Background: an optimization exercise with open tools, aiming at small area. Do not read the settings as production practice.
Where RTL was checked, it was by simulation tests only, not by an equivalence proof against the original.
Power and IR drop assume default switching activity.

==> inputs of branch fjord <==
==> flow/design.v <==
package iod_pkg;
  localparam logic [1:0] REG_LOWER = 2'd0;
  localparam logic [1:0] REG_UPPER = 2'd1;
  localparam logic [1:0] REG_GAIN  = 2'd2;
  localparam logic [1:0] REG_BETA  = 2'd3;
  localparam logic [16:0] LOWER_RESET = 17'd0;
  localparam logic [16:0] UPPER_RESET = 17'd65536;
  localparam logic [15:0] GAIN_RESET  = 16'd256;
  localparam logic [15:0] BETA_RESET  = 16'd5898;
  localparam logic [2:0] PH_IDLE = 3'd0;
  localparam logic [2:0] PH_INIT = 3'd1;
  localparam logic [2:0] PH_CMP0 = 3'd2;
  localparam logic [2:0] PH_CMP1 = 3'd3;
  localparam logic [2:0] PH_UPD  = 3'd4;
  localparam logic [2:0] PH_DXL  = 3'd5;
  localparam logic [2:0] PH_DIV  = 3'd6;
endpackage
module interface_omega_damping (
  input  logic        clk,
  input  logic        rst,
  input  logic        cfg_we,
  input  logic [1:0]  cfg_index,
  input  logic [16:0] cfg_data,
  input  logic        in_valid,
  output logic        in_ready,
  input  logic        start_of_pass,
  input  logic [16:0] phase_fraction,
  input  logic [31:0] eddy_viscosity,
  input  logic [63:0] cell_volume,
  input  logic [63:0] omega_in,
  output logic        out_valid,
  input  logic        out_ready,
  output logic [63:0] omega_out,
  output logic        was_corrected,
  output logic        saturated,
  output logic [31:0] corrected_so_far,
  output logic [31:0] cells_so_far
);
  logic [2:0]  ph;
  logic [6:0]  j;
  logic [4:0]  k;
  logic        clrp;
  logic [16:0] lower_limit;
  logic [16:0] upper_limit;
  logic [15:0] damping_gain;
  logic [15:0] beta_star;
  logic [63:0] R;
  logic [63:0] Z;
  logic [45:0] Tn;     
  logic [21:0] y;
  logic        c23r;
  logic        ger;
  logic        d1, d2, d3, e1, e2;
  logic [1:0]  ci;
  logic        co;
  logic        acc;
  logic        win;
  logic        clr;
  assign in_ready  = (ph == iod_pkg::PH_IDLE) && !out_valid;
  assign acc       = in_valid && in_ready && !rst;
  assign omega_out = R;
  assign clr       = start_of_pass | clrp;
  always_ff @(posedge clk) begin
    if (rst) begin
      lower_limit  <= iod_pkg::LOWER_RESET;
      upper_limit  <= iod_pkg::UPPER_RESET;
      damping_gain <= iod_pkg::GAIN_RESET;
      beta_star    <= iod_pkg::BETA_RESET;
    end else if (cfg_we) begin
      case (cfg_index)
        iod_pkg::REG_LOWER: lower_limit  <= cfg_data;
        iod_pkg::REG_UPPER: upper_limit  <= cfg_data;
        iod_pkg::REG_GAIN:  damping_gain <= cfg_data[15:0];
        default:            beta_star    <= cfg_data[15:0];
      endcase
    end
  end
  logic gt_lo, gt_up;
  always_comb begin
    gt_lo = 1'b0;
    gt_up = 1'b0;
    for (int i = 0; i < 17; i++) begin
      gt_lo = (phase_fraction[i] & ~lower_limit[i]) | (phase_fraction[i] & gt_lo) |
              (~lower_limit[i] & gt_lo);
      gt_up = (upper_limit[i] & ~phase_fraction[i]) | (upper_limit[i] & gt_up) |
              (~phase_fraction[i] & gt_up);
    end
  end
  assign win = gt_lo & gt_up;
  logic [32:0] aa;
  logic [32:0] ac;
  always_comb begin
    aa[0] = 1'b1;
    ac[0] = 1'b1;
    for (int i = 0; i < 32; i++) begin
      aa[i+1] = aa[i] & cells_so_far[i];
      ac[i+1] = ac[i] & corrected_so_far[i];
    end
  end
  always_ff @(posedge clk) begin
    if (rst) begin
      clrp <= 1'b1;
    end else if (acc) begin
      clrp <= 1'b0;
    end
  end
  always_ff @(posedge clk) begin
    if (acc) begin
      if (clr) begin
        cells_so_far     <= 32'd1;
        corrected_so_far <= {31'd0, win};
      end else begin
        cells_so_far <= cells_so_far ^ (aa[31:0] & {32{~aa[32]}});
        if (win) begin
          corrected_so_far <= corrected_so_far ^ (ac[31:0] & {32{~ac[32]}});
        end
      end
    end
  end
  logic [47:0] c;
  logic [46:0] D;
  logic        cin23;
  assign cin23 = (ph == iod_pkg::PH_CMP1) ? c23r : 1'b1;
  always_comb begin
    logic cin;
    logic nb;
    c[0] = 1'b1;
    for (int i = 0; i < 47; i++) begin
      cin = (i == 23) ? cin23 : c[i];
      nb = (i < 46) ? Tn[i] : 1'b1;
      D[i] = Z[i] ^ nb ^ cin;
      c[i+1] = (Z[i] & nb) | (Z[i] & cin) | (nb & cin);
    end
  end
  logic [17:0] c3;
  logic [16:0] D3;
  always_comb begin
    logic nb;
    c3[0] = 1'b1;
    for (int i = 0; i < 17; i++) begin
      nb = (i < 16) ? ~beta_star[i] : 1'b1;
      D3[i] = Z[47+i] ^ nb ^ c3[i];
      c3[i+1] = (Z[47+i] & nb) | (Z[47+i] & c3[i]) | (nb & c3[i]);
    end
  end
  logic ge3;
  assign ge3 = c3[17];
  logic gek;
  always_comb begin
    case (k)
      5'd1:    gek = c[1];
      5'd2:    gek = c[4] & Tn[4];
      5'd3:    gek = c[7];
      5'd4:    gek = c[10];
      5'd5:    gek = c[13];
      5'd6:    gek = c[16];
      5'd7:    gek = c[19];
      5'd8:    gek = c[22];
      5'd9:    gek = c[25];
      5'd10:   gek = c[28];
      5'd11:   gek = c[31];
      5'd12:   gek = c[34];
      5'd13:   gek = c[37];
      5'd14:   gek = c[40];
      5'd15:   gek = c[43];
      5'd16:   gek = c[46];
      default: gek = c[47];
    endcase
  end
  logic ge1, ge2;
  assign ge1 = c[23];
  assign ge2 = c[46];
  logic [63:0] W;
  logic        sel_lo, sel_hi, sel_3;
  always_comb begin
    sel_lo = 1'b0;
    sel_hi = 1'b0;
    sel_3  = 1'b0;
    if (ph == iod_pkg::PH_DIV) begin
      sel_lo = ge1;
      sel_hi = ge2;
      sel_3  = ge3;
    end else if (ph == iod_pkg::PH_CMP1) begin
      sel_lo = gek;
      sel_hi = gek;
    end
    for (int i = 0; i < 64; i++) begin
      if (i < 23) begin
        W[i] = sel_lo ? D[i] : Z[i];
      end else if (i < 47) begin
        W[i] = sel_hi ? D[i] : Z[i];
      end else begin
        W[i] = sel_3 ? D3[i-47] : Z[i];
      end
    end
  end
  logic din;
  assign din = (j < 7'd50) ? R[49] : 1'b0;
  logic [63:0] zn;
  always_comb begin
    zn = {W[62:0], W[63]};
    if (ph == iod_pkg::PH_DIV) begin
      zn[0]  = din;
      zn[23] = ge1;
      zn[47] = ge2;
    end else if (ph == iod_pkg::PH_DXL) begin
      zn[0]  = 1'b0;
    end
  end
  always_ff @(posedge clk) begin
    if (ph == iod_pkg::PH_IDLE) begin
      Z <= {cell_volume[62:0], cell_volume[63]};
    end else if (ph == iod_pkg::PH_CMP1 || ph == iod_pkg::PH_DIV || ph == iod_pkg::PH_DXL ||
                 (ph == iod_pkg::PH_UPD && j < 7'd2)) begin
      Z <= zn;
    end
  end
  logic [17:0] g3;
  always_comb begin
    logic cy;
    cy = 1'b0;
    g3[0] = damping_gain[0];
    for (int i = 1; i < 17; i++) begin
      logic a, b;
      a = (i < 16) ? damping_gain[i] : 1'b0;
      b = damping_gain[i-1];
      g3[i] = a ^ b ^ cy;
      cy = (a & b) | (a & cy) | (b & cy);
    end
    g3[17] = cy;
  end
  logic [18:0] ms;
  always_comb begin
    logic cy;
    logic b;
    cy = 1'b0;
    for (int i = 0; i < 18; i++) begin
      b = g3[i] & R[0];
      ms[i] = R[32+i] ^ b ^ cy;
      cy = (R[32+i] & b) | (R[32+i] & cy) | (b & cy);
    end
    ms[18] = cy;
  end
  always_ff @(posedge clk) begin
    case (ph)
      iod_pkg::PH_IDLE: begin
        if (acc) begin
          R[63:32] <= win ? 32'd0 : omega_in[63:32];
          R[31:0]  <= win ? eddy_viscosity : omega_in[31:0];
        end
      end
      iod_pkg::PH_INIT: begin
        if (j < 7'd32) begin
          R[49:0] <= {ms, R[31:1]};
        end
      end
      iod_pkg::PH_DIV: begin
        R <= {R[62:0], ge3 | saturated};
      end
      default: ;
    endcase
  end
  logic [6:0] idx;
  logic       ubit;
  always_comb begin
    if (ph == iod_pkg::PH_DXL && j >= 7'd23) begin
      idx = j - 7'd23;
    end else begin
      idx = j;
    end
    ubit = 1'b0;
    if ((ph == iod_pkg::PH_UPD || ph == iod_pkg::PH_DXL) && idx < 7'd22) begin
      ubit = y[idx[4:0]];
    end
  end
  logic       tb, ib, b_op, c_op;
  logic [1:0] ci_n;
  logic       ei, kb, tnew_upd, co_n;
  logic       tnew;
  always_comb begin
    logic [2:0] s;
    logic [1:0] s2;
    logic [1:0] cie;
    logic       coe;
    cie  = (j == 7'd0) ? 2'd0 : ci;
    coe  = (j == 7'd0) ? 1'b0 : co;
    b_op = ger ? d3 : ~d1;
    c_op = ger ? ubit : ~ubit;
    tb   = ~Tn[0];
    s    = 3'(tb) + 3'(b_op) + 3'(c_op) + 3'(cie);
    ib   = s[0];
    ci_n = s[2:1];
    ei   = (j >= 7'd2) ? e2 : 1'b0;
    kb   = ger ? (j < 7'd4) : (j == 7'd0 || j == 7'd2);
    s2   = 2'(ei) + 2'(kb) + 2'(coe);
    tnew_upd = s2[0];
    co_n = s2[1];
    case (ph)
      iod_pkg::PH_INIT: tnew = (j == 7'd0);
      iod_pkg::PH_DXL:  tnew = ubit;
      default:          tnew = tnew_upd;
    endcase
  end
  always_ff @(posedge clk) begin
    d1 <= ubit;
    d2 <= d1;
    d3 <= d2;
    e1 <= ib;
    e2 <= e1;
    ci <= ci_n;
    co <= co_n;
    if (ph == iod_pkg::PH_INIT || ph == iod_pkg::PH_UPD || (ph == iod_pkg::PH_DXL && j < 7'd46)) begin
      Tn <= {~tnew, Tn[45:1]};
    end
    if (ph == iod_pkg::PH_INIT) begin
      y <= {y[20:0], 1'b0};
    end else if (ph == iod_pkg::PH_UPD && j == 7'd45) begin
      y <= {y[20:0], ger};
    end
    if (ph == iod_pkg::PH_CMP0) begin
      c23r <= c[23];
    end
    if (ph == iod_pkg::PH_CMP1) begin
      ger <= gek;
    end
  end
  always_ff @(posedge clk) begin
    if (rst) begin
      ph        <= iod_pkg::PH_IDLE;
      out_valid <= 1'b0;
    end else begin
      if (out_valid && out_ready) begin
        out_valid <= 1'b0;
      end
      case (ph)
        iod_pkg::PH_IDLE: begin
          if (acc) begin
            was_corrected <= win;
            saturated     <= 1'b0;
            j             <= 7'd0;
            if (win) begin
              ph <= iod_pkg::PH_INIT;
            end else begin
              out_valid <= 1'b1;
            end
          end
        end
        iod_pkg::PH_INIT: begin
          j <= j + 7'd1;
          if (j == 7'd45) begin
            j  <= 7'd0;
            k  <= 5'd1;
            ph <= iod_pkg::PH_CMP0;
          end
        end
        iod_pkg::PH_CMP0: begin
          ph <= iod_pkg::PH_CMP1;
        end
        iod_pkg::PH_CMP1: begin
          ph <= iod_pkg::PH_UPD;
        end
        iod_pkg::PH_UPD: begin
          j <= j + 7'd1;
          if (j == 7'd45) begin
            j <= 7'd0;
            if (k == 5'd22) begin
              ph <= iod_pkg::PH_DXL;
            end else begin
              k  <= k + 5'd1;
              ph <= iod_pkg::PH_CMP0;
            end
          end
        end
        iod_pkg::PH_DXL: begin
          j <= j + 7'd1;
          if (j == 7'd63) begin
            j  <= 7'd0;
            ph <= iod_pkg::PH_DIV;
          end
        end
        iod_pkg::PH_DIV: begin
          j <= j + 7'd1;
          if (j < 7'd32) begin
            saturated <= saturated | ge3;
          end
          if (j == 7'd95) begin
            ph        <= iod_pkg::PH_IDLE;
            out_valid <= 1'b1;
          end
        end
        default: ph <= iod_pkg::PH_IDLE;
      endcase
    end
  end
endmodule
==> flow/run.sh <==
#!/bin/bash
# synth_recipe.tcl (not shown) runs the flow's synth.tcl, then flattens the netlist and writes it again
# the make line also repeats each setting of config.mk as NAME=value (left out here)
make -C /OpenROAD-flow-scripts/flow DESIGN_CONFIG=/design/flow/config.mk WORK_HOME=/design/flow/orfs CLKGATE_MAP_FILE= SYNTH_SCRIPT=/design/flow/synth_recipe.tcl finish
==> flow/config.mk <==
export PLATFORM = sky130hd
export DESIGN_NAME = interface_omega_damping
export DESIGN_NICKNAME = interface_omega_damping
export VERILOG_FILES = /design/flow/design.v
export SDC_FILE = /design/flow/constraint.sdc
export NUM_CORES = 4
export LEC_CHECK = 0
export ABC_AREA = 1
export CAP_MARGIN = 20
export CORE_MARGIN = 2
export CORE_UTILIZATION = 60
export SETUP_SLACK_MARGIN = 0.4
export SLEW_MARGIN = 20
==> flow/constraint.sdc <==
create_clock -name core_clock -period 13.5 [get_ports {clk}]
set_input_delay 2.7000 -clock core_clock [delete_from_list [all_inputs] [get_ports {clk}]]
set_output_delay 2.7000 -clock core_clock [all_outputs]
set_load 0.01 [all_outputs]
==> inputs of branch harbor, as changes to branch fjord <==
--- a/flow/design.v
+++ b/flow/design.v
@@ -10,3 +10,3 @@
   localparam logic [2:0] PH_IDLE = 3'd0;
-  localparam logic [2:0] PH_INIT = 3'd1;
+  localparam logic [2:0] PH_MUL  = 3'd1;
   localparam logic [2:0] PH_CMP0 = 3'd2;
@@ -16,2 +16,3 @@
   localparam logic [2:0] PH_DIV  = 3'd6;
+  localparam logic [2:0] PH_CNT  = 3'd7;
 endpackage
@@ -49,3 +50,2 @@
   logic [45:0] Tn;     
-  logic [21:0] y;
   logic        c23r;
@@ -57,3 +57,2 @@
   logic        win;
-  logic        clr;
   assign in_ready  = (ph == iod_pkg::PH_IDLE) && !out_valid;
@@ -61,18 +60,14 @@
   assign omega_out = R;
-  assign clr       = start_of_pass | clrp;
-  always_ff @(posedge clk) begin
-    if (rst) begin
-      lower_limit  <= iod_pkg::LOWER_RESET;
-      upper_limit  <= iod_pkg::UPPER_RESET;
-      damping_gain <= iod_pkg::GAIN_RESET;
-      beta_star    <= iod_pkg::BETA_RESET;
-    end else if (cfg_we) begin
-      case (cfg_index)
-        iod_pkg::REG_LOWER: lower_limit  <= cfg_data;
-        iod_pkg::REG_UPPER: upper_limit  <= cfg_data;
-        iod_pkg::REG_GAIN:  damping_gain <= cfg_data[15:0];
-        default:            beta_star    <= cfg_data[15:0];
-      endcase
+  logic [3:0] cfg_en;
+  always_comb begin
+    for (int r = 0; r < 4; r++) begin
+      cfg_en[r] = rst | (cfg_we & (cfg_index == 2'(r)));
     end
   end
+  always_ff @(posedge clk) begin
+    if (cfg_en[0]) lower_limit  <= rst ? iod_pkg::LOWER_RESET : cfg_data;
+    if (cfg_en[1]) upper_limit  <= rst ? iod_pkg::UPPER_RESET : cfg_data;
+    if (cfg_en[2]) damping_gain <= rst ? iod_pkg::GAIN_RESET : cfg_data[15:0];
+    if (cfg_en[3]) beta_star    <= rst ? iod_pkg::BETA_RESET : cfg_data[15:0];
+  end
   logic gt_lo, gt_up;
@@ -89,12 +84,2 @@
   assign win = gt_lo & gt_up;
-  logic [32:0] aa;
-  logic [32:0] ac;
-  always_comb begin
-    aa[0] = 1'b1;
-    ac[0] = 1'b1;
-    for (int i = 0; i < 32; i++) begin
-      aa[i+1] = aa[i] & cells_so_far[i];
-      ac[i+1] = ac[i] & corrected_so_far[i];
-    end
-  end
   always_ff @(posedge clk) begin
@@ -103,2 +88,4 @@
     end else if (acc) begin
+      clrp <= clrp | start_of_pass;
+    end else if (ph == iod_pkg::PH_CNT && j == 7'd63) begin
       clrp <= 1'b0;
@@ -106,12 +93,29 @@
   end
+  logic fa, fc;
+  logic ba, bc;
+  logic cya, cyc;
+  always_comb begin
+    cya = (j == 7'd32) ? ~fa : fa;
+    cyc = (j == 7'd32) ? (was_corrected & ~fc) : fc;
+    if (j < 7'd32) begin
+      ba = cells_so_far[0];
+      bc = corrected_so_far[0];
+    end else if (clrp) begin
+      ba = (j == 7'd32);
+      bc = (j == 7'd32) & was_corrected;
+    end else begin
+      ba = cells_so_far[0] ^ cya;
+      bc = corrected_so_far[0] ^ cyc;
+    end
+  end
   always_ff @(posedge clk) begin
-    if (acc) begin
-      if (clr) begin
-        cells_so_far     <= 32'd1;
-        corrected_so_far <= {31'd0, win};
+    if (ph == iod_pkg::PH_CNT) begin
+      cells_so_far     <= {ba, cells_so_far[31:1]};
+      corrected_so_far <= {bc, corrected_so_far[31:1]};
+      if (j < 7'd32) begin
+        fa <= ((j == 7'd0) | fa) & cells_so_far[0];
+        fc <= ((j == 7'd0) | fc) & corrected_so_far[0];
       end else begin
-        cells_so_far <= cells_so_far ^ (aa[31:0] & {32{~aa[32]}});
-        if (win) begin
-          corrected_so_far <= corrected_so_far ^ (ac[31:0] & {32{~ac[32]}});
-        end
+        fa <= cya & cells_so_far[0];
+        fc <= cyc & corrected_so_far[0];
       end
@@ -217,17 +221,3 @@
   end
-  logic [17:0] g3;
-  always_comb begin
-    logic cy;
-    cy = 1'b0;
-    g3[0] = damping_gain[0];
-    for (int i = 1; i < 17; i++) begin
-      logic a, b;
-      a = (i < 16) ? damping_gain[i] : 1'b0;
-      b = damping_gain[i-1];
-      g3[i] = a ^ b ^ cy;
-      cy = (a & b) | (a & cy) | (b & cy);
-    end
-    g3[17] = cy;
-  end
-  logic [18:0] ms;
+  logic [17:0] ms;
   always_comb begin
@@ -235,9 +225,15 @@
     logic b;
+    logic [16:0] op;
+    logic q1;
+    logic a;
+    q1 = R[1] & (j != 7'd32);
+    op = ({17{R[0] & q1}} & {damping_gain, 1'b0}) | ({17{R[0] ^ q1}} & {1'b0, damping_gain});
     cy = 1'b0;
-    for (int i = 0; i < 18; i++) begin
-      b = g3[i] & R[0];
-      ms[i] = R[32+i] ^ b ^ cy;
-      cy = (R[32+i] & b) | (R[32+i] & cy) | (b & cy);
+    for (int i = 0; i < 17; i++) begin
+      b = op[i];
+      a = R[33+i] & (j != 7'd0);
+      ms[i] = a ^ b ^ cy;
+      cy = (a & b) | (a & cy) | (b & cy);
     end
-    ms[18] = cy;
+    ms[17] = cy;
   end
@@ -247,9 +243,12 @@
         if (acc) begin
-          R[63:32] <= win ? 32'd0 : omega_in[63:32];
-          R[31:0]  <= win ? eddy_viscosity : omega_in[31:0];
+          R[63:33] <= win ? 31'd0 : omega_in[63:33];
+          R[32:0]  <= win ? {eddy_viscosity, 1'b0} : omega_in[32:0];
         end
       end
-      iod_pkg::PH_INIT: begin
-        if (j < 7'd32) begin
-          R[49:0] <= {ms, R[31:1]};
+      iod_pkg::PH_MUL: begin
+        R[49:0] <= {ms, R[32:1]};
+      end
+      iod_pkg::PH_UPD: begin
+        if (j == 7'd45) begin
+          R[63:42] <= {R[62:42], ger};
         end
@@ -272,3 +271,3 @@
     if ((ph == iod_pkg::PH_UPD || ph == iod_pkg::PH_DXL) && idx < 7'd22) begin
-      ubit = y[idx[4:0]];
+      ubit = R[42 + idx[4:0]];
     end
@@ -298,3 +297,3 @@
     case (ph)
-      iod_pkg::PH_INIT: tnew = (j == 7'd0);
+      iod_pkg::PH_CNT:  tnew = (j == 7'd0);
       iod_pkg::PH_DXL:  tnew = ubit;
@@ -311,10 +310,5 @@
     co <= co_n;
-    if (ph == iod_pkg::PH_INIT || ph == iod_pkg::PH_UPD || (ph == iod_pkg::PH_DXL && j < 7'd46)) begin
+    if (ph == iod_pkg::PH_UPD || ((ph == iod_pkg::PH_DXL || ph == iod_pkg::PH_CNT) && j < 7'd46)) begin
       Tn <= {~tnew, Tn[45:1]};
     end
-    if (ph == iod_pkg::PH_INIT) begin
-      y <= {y[20:0], 1'b0};
-    end else if (ph == iod_pkg::PH_UPD && j == 7'd45) begin
-      y <= {y[20:0], ger};
-    end
     if (ph == iod_pkg::PH_CMP0) begin
@@ -340,5 +334,14 @@
             j             <= 7'd0;
-            if (win) begin
-              ph <= iod_pkg::PH_INIT;
+            ph            <= iod_pkg::PH_CNT;
+          end
+        end
+        iod_pkg::PH_CNT: begin
+          j <= j + 7'd1;
+          if (j == 7'd63) begin
+            j <= 7'd0;
+            k <= 5'd1;
+            if (was_corrected) begin
+              ph <= iod_pkg::PH_CMP0;
             end else begin
+              ph        <= iod_pkg::PH_IDLE;
               out_valid <= 1'b1;
@@ -347,8 +350,7 @@
         end
-        iod_pkg::PH_INIT: begin
+        iod_pkg::PH_MUL: begin
           j <= j + 7'd1;
-          if (j == 7'd45) begin
+          if (j == 7'd32) begin
             j  <= 7'd0;
-            k  <= 5'd1;
-            ph <= iod_pkg::PH_CMP0;
+            ph <= iod_pkg::PH_DIV;
           end
@@ -377,3 +379,3 @@
             j  <= 7'd0;
-            ph <= iod_pkg::PH_DIV;
+            ph <= iod_pkg::PH_MUL;
           end
==> flow/flow/run.sh (new file) <==
#!/bin/bash
# The standard layout (standard.sh, all steps), with two changes to how
# the layout is made:
#  - the port buffers are the smallest buffer, sky130_fd_sc_hd__buf_1
#  - CTS clusters up to 12 sinks per clkbuf_8 and inserts no dummy loads
set -euo pipefail
cat >> config.mk <<'EOC'
export BUFFER_PORTS_ARGS = -buffer_cell sky130_fd_sc_hd__buf_1
export CTS_ARGS = -sink_clustering_enable -repair_clock_nets -dont_use_dummy_load -sink_clustering_size 12 -sink_clustering_max_diameter 50 -buf_list sky130_fd_sc_hd__clkbuf_8
EOC
bash standard.sh > standard.log 2>&1
==> flow/standard.sh (new file) <==
#!/bin/bash
# synth_recipe.tcl (not shown) runs the flow's synth.tcl, then flattens the netlist and writes it again
# the make line also repeats each setting of config.mk as NAME=value (left out here)
make -C /OpenROAD-flow-scripts/flow DESIGN_CONFIG=/design/flow/config.mk WORK_HOME=/design/flow/orfs CLKGATE_MAP_FILE= SYNTH_SCRIPT=/design/flow/synth_recipe.tcl "${@:-finish}"
ABC_AREA = default   (was 1)
BUFFER_PORTS_ARGS = -buffer_cell sky130_fd_sc_hd__buf_1   (was default)
CORE_UTILIZATION = 70   (was 60)
CTS_ARGS = -sink_clustering_enable -repair_clock_nets -dont_use_dummy_load -sink_clustering_size 12 -sink_clustering_max_diameter 50 -buf_list sky130_fd_sc_hd__clkbuf_8   (was default)
removed: flow/run.sh
==> inputs of branch tundra, as changes to branch fjord <==
--- a/flow/design.v
+++ b/flow/design.v
@@ -48,3 +48,3 @@
   logic [63:0] Z;
-  logic [45:0] Tn;     
+  logic [45:0] T;
   logic [21:0] y;
@@ -129,3 +129,3 @@
       cin = (i == 23) ? cin23 : c[i];
-      nb = (i < 46) ? Tn[i] : 1'b1;
+      nb = (i < 46) ? ~T[i] : 1'b1;
       D[i] = Z[i] ^ nb ^ cin;
@@ -151,3 +151,3 @@
       5'd1:    gek = c[1];
-      5'd2:    gek = c[4] & Tn[4];
+      5'd2:    gek = c[4] & ~T[4];
       5'd3:    gek = c[7];
@@ -172,23 +172,9 @@
   assign ge2 = c[46];
-  logic [63:0] W;
-  logic        sel_lo, sel_hi, sel_3;
+  logic [46:0] W;
   always_comb begin
-    sel_lo = 1'b0;
-    sel_hi = 1'b0;
-    sel_3  = 1'b0;
-    if (ph == iod_pkg::PH_DIV) begin
-      sel_lo = ge1;
-      sel_hi = ge2;
-      sel_3  = ge3;
-    end else if (ph == iod_pkg::PH_CMP1) begin
-      sel_lo = gek;
-      sel_hi = gek;
-    end
-    for (int i = 0; i < 64; i++) begin
-      if (i < 23) begin
-        W[i] = sel_lo ? D[i] : Z[i];
-      end else if (i < 47) begin
-        W[i] = sel_hi ? D[i] : Z[i];
+    for (int i = 0; i < 47; i++) begin
+      if (ph == iod_pkg::PH_DIV) begin
+        W[i] = ((i < 23) ? ge1 : ge2) ? D[i] : Z[i];
       end else begin
-        W[i] = sel_3 ? D3[i-47] : Z[i];
+        W[i] = gek ? D[i] : Z[i];
       end
@@ -196,22 +182,16 @@
   end
+  logic [15:0] W3;
+  assign W3 = ge3 ? D3[15:0] : Z[62:47];
   logic din;
   assign din = (j < 7'd50) ? R[49] : 1'b0;
-  logic [63:0] zn;
-  always_comb begin
-    zn = {W[62:0], W[63]};
-    if (ph == iod_pkg::PH_DIV) begin
-      zn[0]  = din;
-      zn[23] = ge1;
-      zn[47] = ge2;
-    end else if (ph == iod_pkg::PH_DXL) begin
-      zn[0]  = 1'b0;
-    end
-  end
+  logic [63:0] zc;
+  assign zc = {Z[60:47], W[46:0], Z[63:61]};
   always_ff @(posedge clk) begin
-    if (ph == iod_pkg::PH_IDLE) begin
-      Z <= {cell_volume[62:0], cell_volume[63]};
-    end else if (ph == iod_pkg::PH_CMP1 || ph == iod_pkg::PH_DIV || ph == iod_pkg::PH_DXL ||
-                 (ph == iod_pkg::PH_UPD && j < 7'd2)) begin
-      Z <= zn;
-    end
+    case (ph)
+      iod_pkg::PH_IDLE: Z <= {cell_volume[62:0], cell_volume[63]};
+      iod_pkg::PH_CMP1: Z <= zc;
+      iod_pkg::PH_DIV:  Z <= {W3, ge2, 1'b0, W[44:23], ge1, W[21:0], din};
+      iod_pkg::PH_DXL:  Z <= 64'd0;
+      default: ;
+    endcase
   end
@@ -275,3 +255,3 @@
   end
-  logic       tb, ib, b_op, c_op;
+  logic       ib, b_op, c_op;
   logic [1:0] ci_n;
@@ -288,4 +268,3 @@
     c_op = ger ? ubit : ~ubit;
-    tb   = ~Tn[0];
-    s    = 3'(tb) + 3'(b_op) + 3'(c_op) + 3'(cie);
+    s    = 3'(T[0]) + 3'(b_op) + 3'(c_op) + 3'(cie);
     ib   = s[0];
@@ -311,4 +290,4 @@
     co <= co_n;
-    if (ph == iod_pkg::PH_INIT || ph == iod_pkg::PH_UPD || (ph == iod_pkg::PH_DXL && j < 7'd46)) begin
-      Tn <= {~tnew, Tn[45:1]};
+    if (ph == iod_pkg::PH_INIT || ph == iod_pkg::PH_UPD || ph == iod_pkg::PH_DXL) begin
+      T <= {tnew, T[45:1]};
     end
@@ -375,3 +354,3 @@
           j <= j + 7'd1;
-          if (j == 7'd63) begin
+          if (j == 7'd45) begin
             j  <= 7'd0;
ABC_AREA = default   (was 1)
CORE_UTILIZATION = 40   (was 60)
==> comparison table <==
| quantity | branch tundra | branch harbor | branch fjord |
|---|---|---|---|
| Run status | no timing/DRC/antenna violations | no timing/DRC/antenna violations | no timing/DRC/antenna violations |
| DP HPWL | 44.58 mm | 30.02 mm | 35.13 mm |
| Number of logic inverters in the finished layout | 154 | 75 | 292 |
| Violation count after the first detailed-route iteration | 1,497 | 1,200 | 1,299 |
| Vias per cell | 5.563 | 6.168 | 5.541 |
| Share of cell area taken by flip-flops and latches | 0.3737 | 0.5119 | 0.3996 |
| Vias in the first global route | 16,706 | 12,147 | 16,056 |
| Global-route track usage on met1 | 0.3165 | 0.4288 | 0.3699 |
| Combinational share of power | 0.415 | 0.435 | 0.258 |
| Combinational Power | 2.25 mW | 1.95 mW | 0.944 mW |
| Total power draw | 5.419 mW | 4.485 mW | 3.663 mW |
| CTS Buf Count | 43 | 37 | 40 |
| Num sequential | 355 | 335 | 355 |
| Fraction of area in clock buffers and inverters | 0.05130 | 0.02625 | 0.05512 |
| Cell Area, Placed | 25,020 um2 | 18,860 um2 | 23,300 um2 |
| Register bit total from synthesis | 355 | 335 | 355 |
| LEAKAGE | 9.488 nW | 6.727 nW | 10.05 nW |
| Min cycle time layout | 12,280 ps | 12,370 ps | 12,140 ps |
| Area of the multi-input gates | 10,200 um2 | 6870 um2 | 8349 um2 |
| Drt wl/cell | 20.72 um | 20.90 um | 17.21 um |
| Critical-path maximum fanout | 26 | 22 | 26 |
| Sequential cell area | 9861 um2 | 9930 um2 | 9859 um2 |
| Crit. Startpoint | ph[2] | ph[2] | ph[0] |
| Total number of multi-input combinational cells | 1,426 | 870 | 1,390 |
| Achievable clock frequency | 0.08146 GHz | 0.08082 GHz | 0.08235 GHz |
| Number of antenna violations at the first check in global routing | 3 | 1 | 3 |
| Adder and majority gate portion of the synthesized area | 0.1014 | 0.1086 | 0.1068 |
For branch tundra, only the layout was checked, not whether the RTL still works.

port drivers added, routing unchanged:
Ports are ideal in the flow. The routed layouts listed here were re-timed in OpenROAD.
Step 1 (the two cells are an assumption about what drives the block):
set clk [get_ports {clk}]
set_driving_cell -lib_cell sky130_fd_sc_hd__clkbuf_16 $clk
set_driving_cell -lib_cell sky130_fd_sc_hd__buf_2 [delete_from_list [all_inputs] $clk]
Step 2 also shifts input and output timing later by t, the mid clock arrival at the registers, as if the neighbouring blocks saw the same clock.
Three values: no drivers, after step 1, after step 2; two values: the first two.
run | shift t [ns] | slack for setup (ns) | clock arrival spread, ns
branch fjord | 0.580 | 1.356 / 1.356 / 1.356 | 0.018 / 0.018
branch harbor | 0.576 | 1.127 / 1.127 / 1.127 | 0.038 / 0.038
branch tundra | 0.617 | 1.225 / 1.225 / 1.225 | 0.018 / 0.017
After both steps every run listed still meets setup and hold.
